What follows belongs to an exercise in optimizing a design on an open flow for small area, a short achievable clock period and few clock cycles; a production flow would make more cautious choices. Where RTL was checked, it was by simulation tests only, not by an equivalence proof against the original.

==> sierra <==
## rv32imc_instruction_execute
module rv32imc_instruction_execute (
  input  logic        clk_i,
  input  logic        rst_ni,
  input  logic        in_valid_i,
  output logic        in_ready_o,
  input  logic        cmd_i,
  input  logic [31:0] instruction_i,
  input  logic [31:0] read_data_i,
  input  logic        access_ok_i,
  output logic        out_valid_o,
  input  logic        out_ready_i,
  output logic [2:0]  status_o,
  output logic [31:0] access_address_o,
  output logic [2:0]  access_size_o,
  output logic [31:0] write_data_o,
  output logic [31:0] next_pc_o
);
==> flow/config.mk <==
export PLATFORM = sky130hd
export DESIGN_NAME = rv32imc_instruction_execute
export DESIGN_NICKNAME = rv32imc_instruction_execute
export VERILOG_FILES = /design/flow/design.v
export SDC_FILE = /design/flow/constraint.sdc
export NUM_CORES = 4
export LEC_CHECK = 0
export ABC_AREA = 1
export CAP_MARGIN = 20
export CORE_MARGIN = 2
export CORE_UTILIZATION = 40
export PLACE_DENSITY = 0.55
export SLEW_MARGIN = 20
export TNS_END_PERCENT = 100
==> flow/constraint.sdc <==
create_clock -name core_clock -period 13.0 [get_ports {clk_i}]
set_input_delay 2.6000 -clock core_clock [delete_from_list [all_inputs] [get_ports {clk_i}]]
set_output_delay 2.6000 -clock core_clock [all_outputs]
set_load 0.01 [all_outputs]
standard.sh (not shown) runs the stock make flow with config.mk's settings and CLKGATE_MAP_FILE= SYNTH_SCRIPT=/design/flow/synth_recipe.tcl, a recipe that flattens the netlist after the stock synthesis.
==> flow/flow/run.sh <==
#!/bin/bash
set -euo pipefail
bash standard.sh SETUP_SLACK_MARGIN=8.25 finish > std_flow.log 2>&1
==> delta (differences from sierra) <==
--- a/flow/design.v
+++ b/flow/design.v
@@ -400,20 +400,17 @@
       3'd2:    begin sw = {16'd0, w2[15:0]}; se = {16'd0, ex_wd[15:0]}; end
       default: begin sw = w2;                se = ex_wd;                end
     endcase
     bw = bsel ? dec.imm : w2;
     xw = i_cmd_i ? i_data_i : (dec.store ? sw : dec.imm);
   end
   logic d_en, hold, md_pend, d_mdp;
   function automatic logic hits(input logic [4:0] r, input rv32_pkg::dec_t d);
-    hits = r != 5'd0 &&
-           ((i_rs1_i == r && !(d.aop == AOP_PASSB || d.a_pc || d.br == BR_ALWAYS)) ||
-            (i_rs2_i == r && ((!d.b_imm && !d.jalr) || d.store)) ||
-            (d.rd == r && (d.wr_en || d.link || d.load)));
+    hits = r != 5'd0 && (i_rs1_i == r || i_rs2_i == r || d.rd == r);
   endfunction
   always_comb begin
     md_pend = ms_q != M_IDLE && !(ms_q == M_FIN && (md_wr || mrd_q == 5'd0));
     d_mdp = vd_q && d_md;
     hold = !i_cmd_i && (((md_pend || d_mdp) && dec.wr_en && dec.aop == AOP_MUL) ||
                         (md_pend && hits(mrd_q, dec)) || (d_mdp && hits(d_rd, dec)));
   end
   assign d_en = !vd_q || go;
@@ -558,103 +555,95 @@
     {l4s, l4c} = csa(l3[0], l3[1], l3[2]);
     {l5s, l5c} = csa(l4s, l4c, l3[3]);
     mlow = {1'b0, l5s[7:0]} + {1'b0, l5c[7:0]} + {8'd0, mci_q};
     mres = 33'(p_hi) + 33'(mc_c) + {32'd0, mci_q};
   end
   logic [5:0]  lzr, lzd;
   logic signed [6:0] kdiff;
   logic [32:0] dtrial;
-  logic [31:0] asmear;
-  logic        dlt;
   logic [31:0] amag, bmag;
   always_comb begin
     lzr = 6'd32;
     for (int i = 0; i < 32; i++) if (p_hi[i]) lzr = 6'(31 - i);
     lzd = 6'd32;
     for (int i = 0; i < 32; i++) if (dv_q[i]) lzd = 6'(31 - i);
     kdiff = $signed({1'b0, lzd}) - $signed({1'b0, lzr});
     dtrial = {1'b0, p_hi[31:0]} - {1'b0, dv_q[31:0]};
-    for (int i = 0; i < 32; i++) asmear[i] = |(p_hi[31:0] >> i);
-    dlt = |(dv_q[31:0] & ~asmear);
     amag = (!mmf_q[0] && p_hi[31]) ? -p_hi[31:0] : p_hi[31:0];
     bmag = (!mmf_q[0] && dv_q[31]) ? -dv_q[31:0] : dv_q[31:0];
   end
-  logic [2:0] md_first;
-  assign md_first = !dec.is_div ? M_MUL :
-                    (!dec.mfunc[0] && (v1[31] || v2[31])) ? M_NEG : M_CLZ;
   assign md_start = d_en && i_valid_i && !hold && !i_cmd_i && dec.wr_en && dec.aop == AOP_MUL;
   always_ff @(posedge clk_i or negedge rst_ni) begin
     if (!rst_ni) begin
       ms_q <= M_IDLE;
     end else begin
       case (ms_q)
-        M_IDLE:  if (md_start) ms_q <= md_first;
+        M_IDLE:  if (md_start) ms_q <= dec.is_div ? M_NEG : M_MUL;
         M_NEG:   ms_q <= M_CLZ;
-        M_CLZ:   ms_q <= (dv_q[31:0] == 32'd0 || dlt) ? M_FIN : M_NORM;
+        M_CLZ:   ms_q <= (bz_q || kdiff[6]) ? M_FIN : M_NORM;
         M_MUL:   if (mlast) ms_q <= M_FIN;
         M_NORM:  ms_q <= M_DIV;
         M_DIV:   if (mc_q == 5'd0) ms_q <= M_FIN;
-        M_FIN:   if (md_start) ms_q <= md_first;
+        M_FIN:   if (md_start) ms_q <= dec.is_div ? M_NEG : M_MUL;
                  else if (md_wr || mrd_q == 5'd0) ms_q <= M_IDLE;
         default: ms_q <= M_IDLE;
       endcase
     end
   end
   always_ff @(posedge clk_i) begin
     if (md_start) begin
       mc_q <= '0;
       mc_c <= '0;
       mci_q <= 1'b0;
       msa_q <= (dec.mfunc == 3'd1 || dec.mfunc == 3'd2) && v1[31];
       msb_q <= dec.mfunc == 3'd1 && v2[31];
       mdiv_q <= dec.is_div;
       mmf_q <= dec.mfunc;
       mrd_q <= dec.rd;
       p_hi <= {1'b0, dec.is_div ? v1 : 32'd0};
-      p_lo <= dec.is_div ? 32'd0 : v2;
+      p_lo <= v2;
       dv_q <= {1'b0, dec.is_div ? v2 : v1};
-      qneg_q <= !dec.mfunc[0] && (v1[31] ^ v2[31]);
-      rneg_q <= !dec.mfunc[0] && v1[31];
     end else case (ms_q)
       M_NEG: begin
         p_hi <= {1'b0, amag};
+        p_lo <= '0;
         dv_q <= {1'b0, bmag};
+        bz_q <= dv_q[31:0] == 32'd0;
+        qneg_q <= !mmf_q[0] && (p_hi[31] ^ dv_q[31]);
+        rneg_q <= !mmf_q[0] && p_hi[31];
       end
       M_MUL: begin
         mc_q <= mc_q + 5'd1;
         p_hi <= l5s[40:8];
         mc_c <= l5c[41:8];
         mci_q <= mlow[8];
         p_lo <= {mlow[7:0], p_lo[31:8]};
       end
-      M_CLZ: begin
-        mc_q <= kdiff[4:0];
-        bz_q <= dv_q[31:0] == 32'd0;
-      end
+      M_CLZ: mc_q <= kdiff[4:0];
       M_NORM: dv_q <= {1'b0, dv_q[31:0] << mc_q};
       M_DIV: begin
         mc_q <= mc_q - 5'd1;
         if (!dtrial[32]) p_hi <= {1'b0, dtrial[31:0]};
         p_lo <= {p_lo[30:0], !dtrial[32]};
         dv_q <= {2'b0, dv_q[31:1]};
       end
       default: ;
     endcase
   end
   always_comb begin
     if (!mdiv_q) md_res = (mmf_q == 3'd0) ? p_lo : mres[31:0];
     else if (mmf_q[1]) md_res = rneg_q ? -p_hi[31:0] : p_hi[31:0];
     else if (bz_q) md_res = 32'hffff_ffff;
     else md_res = qneg_q ? -p_lo : p_lo;
   end
-  logic vo_q;
+  logic vo_q, vt_q;
   logic resp_wr;
   assign resp_wr = pend_q && d_ok && pkind_q != PK_ST && pdest_q != 5'd0;
-  assign go = vd_q && (!vo_q || out_ready_i);
+  assign go = vd_q && !vt_q;
   assign md_wr = ms_q == M_FIN && mrd_q != 5'd0 && !ex_we;
   always_comb begin
     if (d_resp) begin
       ex_we = resp_wr;
       ex_wa = pdest_q;
       ex_wd = ldv;
     end else begin
       ex_we = d_wr;
@@ -674,46 +663,57 @@
   always_ff @(posedge clk_i or negedge rst_ni) begin
     if (!rst_ni) begin
       rfv_q <= '0;
       pc_q <= '0;
       pend_q <= 1'b0;
       pdest_q <= '0;
       pkind_q <= PK_LB;
       vo_q <= 1'b0;
+      vt_q <= 1'b0;
     end else begin
       for (int r = 1; r < 32; r++)
         if ((go && ex_we && ex_wa == 5'(r)) || (md_wr && mrd_q == 5'(r))) rfv_q[r] <= 1'b1;
       if (go) begin
         pc_q <= pc_nx;
         if (d_resp) pend_q <= 1'b0;
         else begin
           pend_q <= d_mem;
           pdest_q <= d_load ? d_rd : 5'd0;
           pkind_q <= d_load ? d_lkind : PK_ST;
         end
       end
-      if (go) vo_q <= 1'b1;
-      else if (out_ready_i) vo_q <= 1'b0;
+      if (!vo_q || out_ready_i) vo_q <= vt_q || go;
+      if (vt_q) vt_q <= !out_ready_i;
+      else vt_q <= go && vo_q && !out_ready_i;
+    end
+  end
+  logic [2:0]  o_st, o_sz, t_st, t_sz, n_st, n_sz;
+  logic [31:0] o_ad, o_wd, o_pc, t_ad, t_wd, t_pc, n_ad, n_wd;
+  always_comb begin
+    if (d_resp) begin
+      n_st = !pend_q ? ST_STRAY : (!d_ok ? ST_FAULT : ST_DONE);
+      n_ad = '0; n_sz = '0; n_wd = '0;
+    end else begin
+      n_st = d_st;
+      n_ad = d_mem ? sum : 32'd0;
+      n_sz = d_mem ? d_size : 3'd0;
+      n_wd = (d_mem && d_store) ? d_x : 32'd0;
     end
   end
-  logic [2:0]  o_st, o_sz;
-  logic [31:0] o_ad, o_wd, o_pc;
   always_ff @(posedge clk_i) begin
-    if (go) begin
-      if (d_resp) begin
-        o_st <= !pend_q ? ST_STRAY : (!d_ok ? ST_FAULT : ST_DONE);
-        o_ad <= '0; o_sz <= '0; o_wd <= '0;
+    if (!vo_q || out_ready_i) begin
+      if (vt_q) begin
+        o_st <= t_st; o_ad <= t_ad; o_sz <= t_sz; o_wd <= t_wd; o_pc <= t_pc;
       end else begin
-        o_st <= d_st;
-        o_ad <= d_mem ? sum : 32'd0;
-        o_sz <= d_mem ? d_size : 3'd0;
-        o_wd <= (d_mem && d_store) ? d_x : 32'd0;
+        o_st <= n_st; o_ad <= n_ad; o_sz <= n_sz; o_wd <= n_wd; o_pc <= pc_nx;
       end
-      o_pc <= pc_nx;
+    end
+    if (!vt_q) begin
+      t_st <= n_st; t_ad <= n_ad; t_sz <= n_sz; t_wd <= n_wd; t_pc <= pc_nx;
     end
   end
   assign out_valid_o = vo_q;
   assign status_o = o_st;
   assign access_address_o = o_ad;
   assign access_size_o = o_sz;
   assign write_data_o = o_wd;
   assign next_pc_o = o_pc;
==> flow/flow/run.sh (replaced) <==
#!/bin/bash
set -euo pipefail
bash standard.sh SETUP_SLACK_MARGIN=9 finish > std_flow.log 2>&1
- ABC_AREA: 1 -> unset
- ABC_CLOCK_PERIOD_IN_PS: unset -> 4000
- CORE_UTILIZATION: 40 -> 45
- PLACE_DENSITY: 0.55 -> 0.6
==> qor.yml <==
clkTransAtPathRegs_ps: 70
multi_input_area_share_pct: 44.9
gp_congestion: 1.04
run_status: "complete, no violations"
tightest_slew_ps: 1280
Source of the figures above: delta

==> qor.yml <==
clk_share_pct: 5.06
run_status: "complete, no violations"
multi_input_area_share_pct: 41.9
startpoint: "u_dp.p_hi[10]$_DFFE_PP_"
tightest_slew_ps: 1290
buffers_excl_clock: 675
clkTransAtPathRegs_ps: 60
Source of the figures above: sierra

Testbench counts of sierra, summed over its fixed seeds: cycles 27,686.
Function not checked in delta: the RTL went through the layout flow alone.

==> v16 <==
Another version of the RTL of rv32imc_instruction_execute (not shown whole).
export LEC_CHECK = 0
export ABC_AREA = 1
export CAP_MARGIN = 20
export CORE_MARGIN = 2
export CORE_UTILIZATION = 45
export PLACE_DENSITY = 0.6
export SLEW_MARGIN = 20
export TNS_END_PERCENT = 100
create_clock -name core_clock -period 13.0 [get_ports {clk_i}]
==> flow/flow/run.sh <==
#!/bin/bash
set -euo pipefail
bash standard.sh SETUP_SLACK_MARGIN=8.5 finish > std_flow.log 2>&1
==> inputs of v1, as changes to v16 <==
--- a/flow/design.v
+++ b/flow/design.v
@@ -399,32 +399,24 @@
       3'd1:    begin sw = {24'd0, w2[7:0]};  se = {24'd0, ex_wd[7:0]};  end
       3'd2:    begin sw = {16'd0, w2[15:0]}; se = {16'd0, ex_wd[15:0]}; end
       default: begin sw = w2;                se = ex_wd;                end
     endcase
     bw = bsel ? dec.imm : w2;
     xw = i_cmd_i ? i_data_i : (dec.store ? sw : dec.imm);
   end
   logic d_en, hold, md_pend, d_mdp;
-  logic        mqv_q, mqdiv_q;
-  logic [31:0] mqa_q, mqb_q;
-  logic [4:0]  mqrd_q;
-  logic [2:0]  mqmf_q;
   function automatic logic hits(input logic [4:0] r, input rv32_pkg::dec_t d);
-    hits = r != 5'd0 &&
-           ((i_rs1_i == r && !(d.aop == AOP_PASSB || d.a_pc || d.br == BR_ALWAYS)) ||
-            (i_rs2_i == r && ((!d.b_imm && !d.jalr) || d.store)) ||
-            (d.rd == r && (d.wr_en || d.link || d.load)));
+    hits = r != 5'd0 && (i_rs1_i == r || i_rs2_i == r || d.rd == r);
   endfunction
   always_comb begin
     md_pend = ms_q != M_IDLE && !(ms_q == M_FIN && (md_wr || mrd_q == 5'd0));
     d_mdp = vd_q && d_md;
-    hold = !i_cmd_i && ((md_pend && mqv_q && dec.wr_en && dec.aop == AOP_MUL) ||
-                        (md_pend && hits(mrd_q, dec)) || (mqv_q && hits(mqrd_q, dec)) ||
-                        (d_mdp && hits(d_rd, dec)));
+    hold = !i_cmd_i && (((md_pend || d_mdp) && dec.wr_en && dec.aop == AOP_MUL) ||
+                        (md_pend && hits(mrd_q, dec)) || (d_mdp && hits(d_rd, dec)));
   end
   assign d_en = !vd_q || go;
   assign i_adv_o = d_en && !hold;
   always_ff @(posedge clk_i or negedge rst_ni) begin
     if (!rst_ni) vd_q <= 1'b0;
     else if (d_en) vd_q <= i_valid_i && !hold;
   end
   always_ff @(posedge clk_i) begin
@@ -578,44 +570,20 @@
     for (int i = 0; i < 32; i++) if (dv_q[i]) lzd = 6'(31 - i);
     kdiff = $signed({1'b0, lzd}) - $signed({1'b0, lzr});
     dtrial = {1'b0, p_hi[31:0]} - {1'b0, dv_q[31:0]};
     for (int i = 0; i < 32; i++) asmear[i] = |(p_hi[31:0] >> i);
     dlt = |(dv_q[31:0] & ~asmear);
     amag = (!mmf_q[0] && p_hi[31]) ? -p_hi[31:0] : p_hi[31:0];
     bmag = (!mmf_q[0] && dv_q[31]) ? -dv_q[31:0] : dv_q[31:0];
   end
-  logic [2:0]  md_first;
-  logic        m_in, m_enq, s_div;
-  logic [31:0] s_a, s_b;
-  logic [4:0]  s_rd;
-  logic [2:0]  s_mf;
-  assign m_in = d_en && i_valid_i && !hold && !i_cmd_i && dec.wr_en && dec.aop == AOP_MUL;
-  assign md_start = !md_pend && (mqv_q || m_in);
-  assign m_enq = m_in && (md_pend || mqv_q);
-  assign s_a = mqv_q ? mqa_q : v1;
-  assign s_b = mqv_q ? mqb_q : v2;
-  assign s_rd = mqv_q ? mqrd_q : dec.rd;
-  assign s_mf = mqv_q ? mqmf_q : dec.mfunc;
-  assign s_div = mqv_q ? mqdiv_q : dec.is_div;
-  assign md_first = !s_div ? M_MUL : (!s_mf[0] && (s_a[31] || s_b[31])) ? M_NEG : M_CLZ;
-  always_ff @(posedge clk_i or negedge rst_ni) begin
-    if (!rst_ni) mqv_q <= 1'b0;
-    else if (md_start && mqv_q) mqv_q <= m_enq;
-    else if (m_enq) mqv_q <= 1'b1;
-  end
-  always_ff @(posedge clk_i) begin
-    if (m_enq) begin
-      mqa_q <= v1;
-      mqb_q <= v2;
-      mqrd_q <= dec.rd;
-      mqmf_q <= dec.mfunc;
-      mqdiv_q <= dec.is_div;
-    end
-  end
+  logic [2:0] md_first;
+  assign md_first = !dec.is_div ? M_MUL :
+                    (!dec.mfunc[0] && (v1[31] || v2[31])) ? M_NEG : M_CLZ;
+  assign md_start = d_en && i_valid_i && !hold && !i_cmd_i && dec.wr_en && dec.aop == AOP_MUL;
   always_ff @(posedge clk_i or negedge rst_ni) begin
     if (!rst_ni) begin
       ms_q <= M_IDLE;
     end else begin
       case (ms_q)
         M_IDLE:  if (md_start) ms_q <= md_first;
         M_NEG:   ms_q <= M_CLZ;
         M_CLZ:   ms_q <= (dv_q[31:0] == 32'd0 || dlt) ? M_FIN : M_NORM;
@@ -628,26 +596,26 @@
       endcase
     end
   end
   always_ff @(posedge clk_i) begin
     if (md_start) begin
       mc_q <= '0;
       mc_c <= '0;
       mci_q <= 1'b0;
-      msa_q <= (s_mf == 3'd1 || s_mf == 3'd2) && s_a[31];
-      msb_q <= s_mf == 3'd1 && s_b[31];
-      mdiv_q <= s_div;
-      mmf_q <= s_mf;
-      mrd_q <= s_rd;
-      p_hi <= {1'b0, s_div ? s_a : 32'd0};
-      p_lo <= s_div ? 32'd0 : s_b;
-      dv_q <= {1'b0, s_div ? s_b : s_a};
-      qneg_q <= !s_mf[0] && (s_a[31] ^ s_b[31]);
-      rneg_q <= !s_mf[0] && s_a[31];
+      msa_q <= (dec.mfunc == 3'd1 || dec.mfunc == 3'd2) && v1[31];
+      msb_q <= dec.mfunc == 3'd1 && v2[31];
+      mdiv_q <= dec.is_div;
+      mmf_q <= dec.mfunc;
+      mrd_q <= dec.rd;
+      p_hi <= {1'b0, dec.is_div ? v1 : 32'd0};
+      p_lo <= dec.is_div ? 32'd0 : v2;
+      dv_q <= {1'b0, dec.is_div ? v2 : v1};
+      qneg_q <= !dec.mfunc[0] && (v1[31] ^ v2[31]);
+      rneg_q <= !dec.mfunc[0] && v1[31];
     end else case (ms_q)
       M_NEG: begin
         p_hi <= {1'b0, amag};
         dv_q <= {1'b0, bmag};
       end
       M_MUL: begin
         mc_q <= mc_q + 5'd1;
         p_hi <= l5s[40:8];
==> flow/flow/run.sh (replaced) <==
#!/bin/bash
set -euo pipefail
bash standard.sh SETUP_SLACK_MARGIN=8 finish > std_flow.log 2>&1
==> inputs of v3, as changes to v16 <==
--- a/flow/design.v
+++ b/flow/design.v
@@ -399,32 +399,27 @@
       3'd1:    begin sw = {24'd0, w2[7:0]};  se = {24'd0, ex_wd[7:0]};  end
       3'd2:    begin sw = {16'd0, w2[15:0]}; se = {16'd0, ex_wd[15:0]}; end
       default: begin sw = w2;                se = ex_wd;                end
     endcase
     bw = bsel ? dec.imm : w2;
     xw = i_cmd_i ? i_data_i : (dec.store ? sw : dec.imm);
   end
   logic d_en, hold, md_pend, d_mdp;
-  logic        mqv_q, mqdiv_q;
-  logic [31:0] mqa_q, mqb_q;
-  logic [4:0]  mqrd_q;
-  logic [2:0]  mqmf_q;
   function automatic logic hits(input logic [4:0] r, input rv32_pkg::dec_t d);
     hits = r != 5'd0 &&
            ((i_rs1_i == r && !(d.aop == AOP_PASSB || d.a_pc || d.br == BR_ALWAYS)) ||
             (i_rs2_i == r && ((!d.b_imm && !d.jalr) || d.store)) ||
             (d.rd == r && (d.wr_en || d.link || d.load)));
   endfunction
   always_comb begin
     md_pend = ms_q != M_IDLE && !(ms_q == M_FIN && (md_wr || mrd_q == 5'd0));
     d_mdp = vd_q && d_md;
-    hold = !i_cmd_i && ((md_pend && mqv_q && dec.wr_en && dec.aop == AOP_MUL) ||
-                        (md_pend && hits(mrd_q, dec)) || (mqv_q && hits(mqrd_q, dec)) ||
-                        (d_mdp && hits(d_rd, dec)));
+    hold = !i_cmd_i && (((md_pend || d_mdp) && dec.wr_en && dec.aop == AOP_MUL) ||
+                        (md_pend && hits(mrd_q, dec)) || (d_mdp && hits(d_rd, dec)));
   end
   assign d_en = !vd_q || go;
   assign i_adv_o = d_en && !hold;
   always_ff @(posedge clk_i or negedge rst_ni) begin
     if (!rst_ni) vd_q <= 1'b0;
     else if (d_en) vd_q <= i_valid_i && !hold;
   end
   always_ff @(posedge clk_i) begin
@@ -578,44 +573,20 @@
     for (int i = 0; i < 32; i++) if (dv_q[i]) lzd = 6'(31 - i);
     kdiff = $signed({1'b0, lzd}) - $signed({1'b0, lzr});
     dtrial = {1'b0, p_hi[31:0]} - {1'b0, dv_q[31:0]};
     for (int i = 0; i < 32; i++) asmear[i] = |(p_hi[31:0] >> i);
     dlt = |(dv_q[31:0] & ~asmear);
     amag = (!mmf_q[0] && p_hi[31]) ? -p_hi[31:0] : p_hi[31:0];
     bmag = (!mmf_q[0] && dv_q[31]) ? -dv_q[31:0] : dv_q[31:0];
   end
-  logic [2:0]  md_first;
-  logic        m_in, m_enq, s_div;
-  logic [31:0] s_a, s_b;
-  logic [4:0]  s_rd;
-  logic [2:0]  s_mf;
-  assign m_in = d_en && i_valid_i && !hold && !i_cmd_i && dec.wr_en && dec.aop == AOP_MUL;
-  assign md_start = !md_pend && (mqv_q || m_in);
-  assign m_enq = m_in && (md_pend || mqv_q);
-  assign s_a = mqv_q ? mqa_q : v1;
-  assign s_b = mqv_q ? mqb_q : v2;
-  assign s_rd = mqv_q ? mqrd_q : dec.rd;
-  assign s_mf = mqv_q ? mqmf_q : dec.mfunc;
-  assign s_div = mqv_q ? mqdiv_q : dec.is_div;
-  assign md_first = !s_div ? M_MUL : (!s_mf[0] && (s_a[31] || s_b[31])) ? M_NEG : M_CLZ;
-  always_ff @(posedge clk_i or negedge rst_ni) begin
-    if (!rst_ni) mqv_q <= 1'b0;
-    else if (md_start && mqv_q) mqv_q <= m_enq;
-    else if (m_enq) mqv_q <= 1'b1;
-  end
-  always_ff @(posedge clk_i) begin
-    if (m_enq) begin
-      mqa_q <= v1;
-      mqb_q <= v2;
-      mqrd_q <= dec.rd;
-      mqmf_q <= dec.mfunc;
-      mqdiv_q <= dec.is_div;
-    end
-  end
+  logic [2:0] md_first;
+  assign md_first = !dec.is_div ? M_MUL :
+                    (!dec.mfunc[0] && (v1[31] || v2[31])) ? M_NEG : M_CLZ;
+  assign md_start = d_en && i_valid_i && !hold && !i_cmd_i && dec.wr_en && dec.aop == AOP_MUL;
   always_ff @(posedge clk_i or negedge rst_ni) begin
     if (!rst_ni) begin
       ms_q <= M_IDLE;
     end else begin
       case (ms_q)
         M_IDLE:  if (md_start) ms_q <= md_first;
         M_NEG:   ms_q <= M_CLZ;
         M_CLZ:   ms_q <= (dv_q[31:0] == 32'd0 || dlt) ? M_FIN : M_NORM;
@@ -628,26 +599,26 @@
       endcase
     end
   end
   always_ff @(posedge clk_i) begin
     if (md_start) begin
       mc_q <= '0;
       mc_c <= '0;
       mci_q <= 1'b0;
-      msa_q <= (s_mf == 3'd1 || s_mf == 3'd2) && s_a[31];
-      msb_q <= s_mf == 3'd1 && s_b[31];
-      mdiv_q <= s_div;
-      mmf_q <= s_mf;
-      mrd_q <= s_rd;
-      p_hi <= {1'b0, s_div ? s_a : 32'd0};
-      p_lo <= s_div ? 32'd0 : s_b;
-      dv_q <= {1'b0, s_div ? s_b : s_a};
-      qneg_q <= !s_mf[0] && (s_a[31] ^ s_b[31]);
-      rneg_q <= !s_mf[0] && s_a[31];
+      msa_q <= (dec.mfunc == 3'd1 || dec.mfunc == 3'd2) && v1[31];
+      msb_q <= dec.mfunc == 3'd1 && v2[31];
+      mdiv_q <= dec.is_div;
+      mmf_q <= dec.mfunc;
+      mrd_q <= dec.rd;
+      p_hi <= {1'b0, dec.is_div ? v1 : 32'd0};
+      p_lo <= dec.is_div ? 32'd0 : v2;
+      dv_q <= {1'b0, dec.is_div ? v2 : v1};
+      qneg_q <= !dec.mfunc[0] && (v1[31] ^ v2[31]);
+      rneg_q <= !dec.mfunc[0] && v1[31];
     end else case (ms_q)
       M_NEG: begin
         p_hi <= {1'b0, amag};
         dv_q <= {1'b0, bmag};
       end
       M_MUL: begin
         mc_q <= mc_q + 5'd1;
         p_hi <= l5s[40:8];
==> flow/run.sh (new file) <==
#!/bin/bash
# synth_recipe.tcl (not shown) runs the flow's synth.tcl, then flattens the netlist and writes it again
# the make line also repeats each setting of config.mk as NAME=value (left out here)
make -C /OpenROAD-flow-scripts/flow DESIGN_CONFIG=/design/flow/config.mk WORK_HOME=/design/flow/orfs CLKGATE_MAP_FILE= SYNTH_SCRIPT=/design/flow/synth_recipe.tcl finish
- SETUP_SLACK_MARGIN: not set -> 5
removed: flow/flow/run.sh
removed: flow/standard.sh
==> comparison table <==
|  | v16 | v3 | v1 |
|---|---|---|---|
| Outcome | complete, no violations | complete, no violations | complete, no violations |
| Worst slack at placement | 6.764 ns | 6.393 ns | 6.135 ns |
| Synthesized cell area | 105100 µm² | 100200 µm² | 100500 µm² |
| Met2 layer usage reported by global route | 0.6780 | 0.6531 | 0.6480 |
| Transition time at the pin with the least slew margin | 1.319 ns | 1.357 ns | 1.308 ns |
| Number of vias per cell | 6.617 | 6.475 | 6.625 |
| Pin count of the biggest net entering global routing | 98 | 85 | 76 |
| Critical path arrival | 5.45 ns | 6.96 ns | 5.89 ns |
| DRC violation total after the first TritonRoute iteration | 17790 | 15830 | 18550 |
| Final cell utilization of the core | 0.5407 | 0.5067 | 0.5171 |
| Final worst setup slack | 8.161 ns | 6.529 ns | 7.714 ns |
| Routed length on met3 | 81470 µm | 62930 µm | 75940 µm |
| Most repeated library cell on the critical path | sky130_fd_sc_hd__fa_1 | sky130_fd_sc_hd__nand2_1 | sky130_fd_sc_hd__nand2_1 |
| Timing startpoint of the critical path | u_dp.p_lo[0]$_DFFE_PP_ | u_dp.ms_q[2]$_DFFE_PN0P_ | u_ctrl.r2_q[2]$_DFFE_PN_ |
| Vias in the first global route | 98270 | 90730 | 93500 |
| Global routing met3 resource utilization | 0.1611 | 0.1198 | 0.1586 |
| Initial core utilization | 0.4521 | 0.4518 | 0.4526 |
Testbench counts of v16, summed over its fixed seeds: cycles 26,888.
Testbench counts of v1, summed over its fixed seeds: cycles 27,994.
Testbench counts of v3, summed over its fixed seeds: cycles 27,686.

[what the ideal ports hide]
The flow's constraints put no driver on any port. The routed layouts listed below were extracted and timed again, unchanged, in two steps. Step 1 (the two cells are an assumption about what drives the block):
set clk [get_ports {clk_i}]
set_driving_cell -lib_cell sky130_fd_sc_hd__clkbuf_16 $clk
set_driving_cell -lib_cell sky130_fd_sc_hd__buf_2 [delete_from_list [all_inputs] $clk]
Step 2 moves the port delays by t, midway between the first and last clock arrival at a register: inputs arrive t later, outputs are due t later. That takes back most of the time a late clock gives input paths. Three values: ideal ports, drivers, drivers and shift; two values: the first two.
run | t, ns | setup slack, ns | latest minus earliest clock arrival (ns)
sierra | 0.957 | 8.049 / 8.049 / 7.537 | 0.104 / 0.103
delta | 0.969 | 8.136 / 8.136 / 8.136 | 0.084 / 0.084
v16 | 0.994 | 8.161 / 8.161 / 7.682 | 0.118 / 0.117
v1 | 0.993 | 7.714 / 7.714 / 7.131 | 0.096 / 0.096
v3 | 0.950 | 6.529 / 6.529 / 6.240 | 0.108 / 0.108
After both steps every run listed still meets setup and hold. The setup slack of v1, which loses most, moves by 0.000 ns with the drivers and by -0.583 ns with both steps.
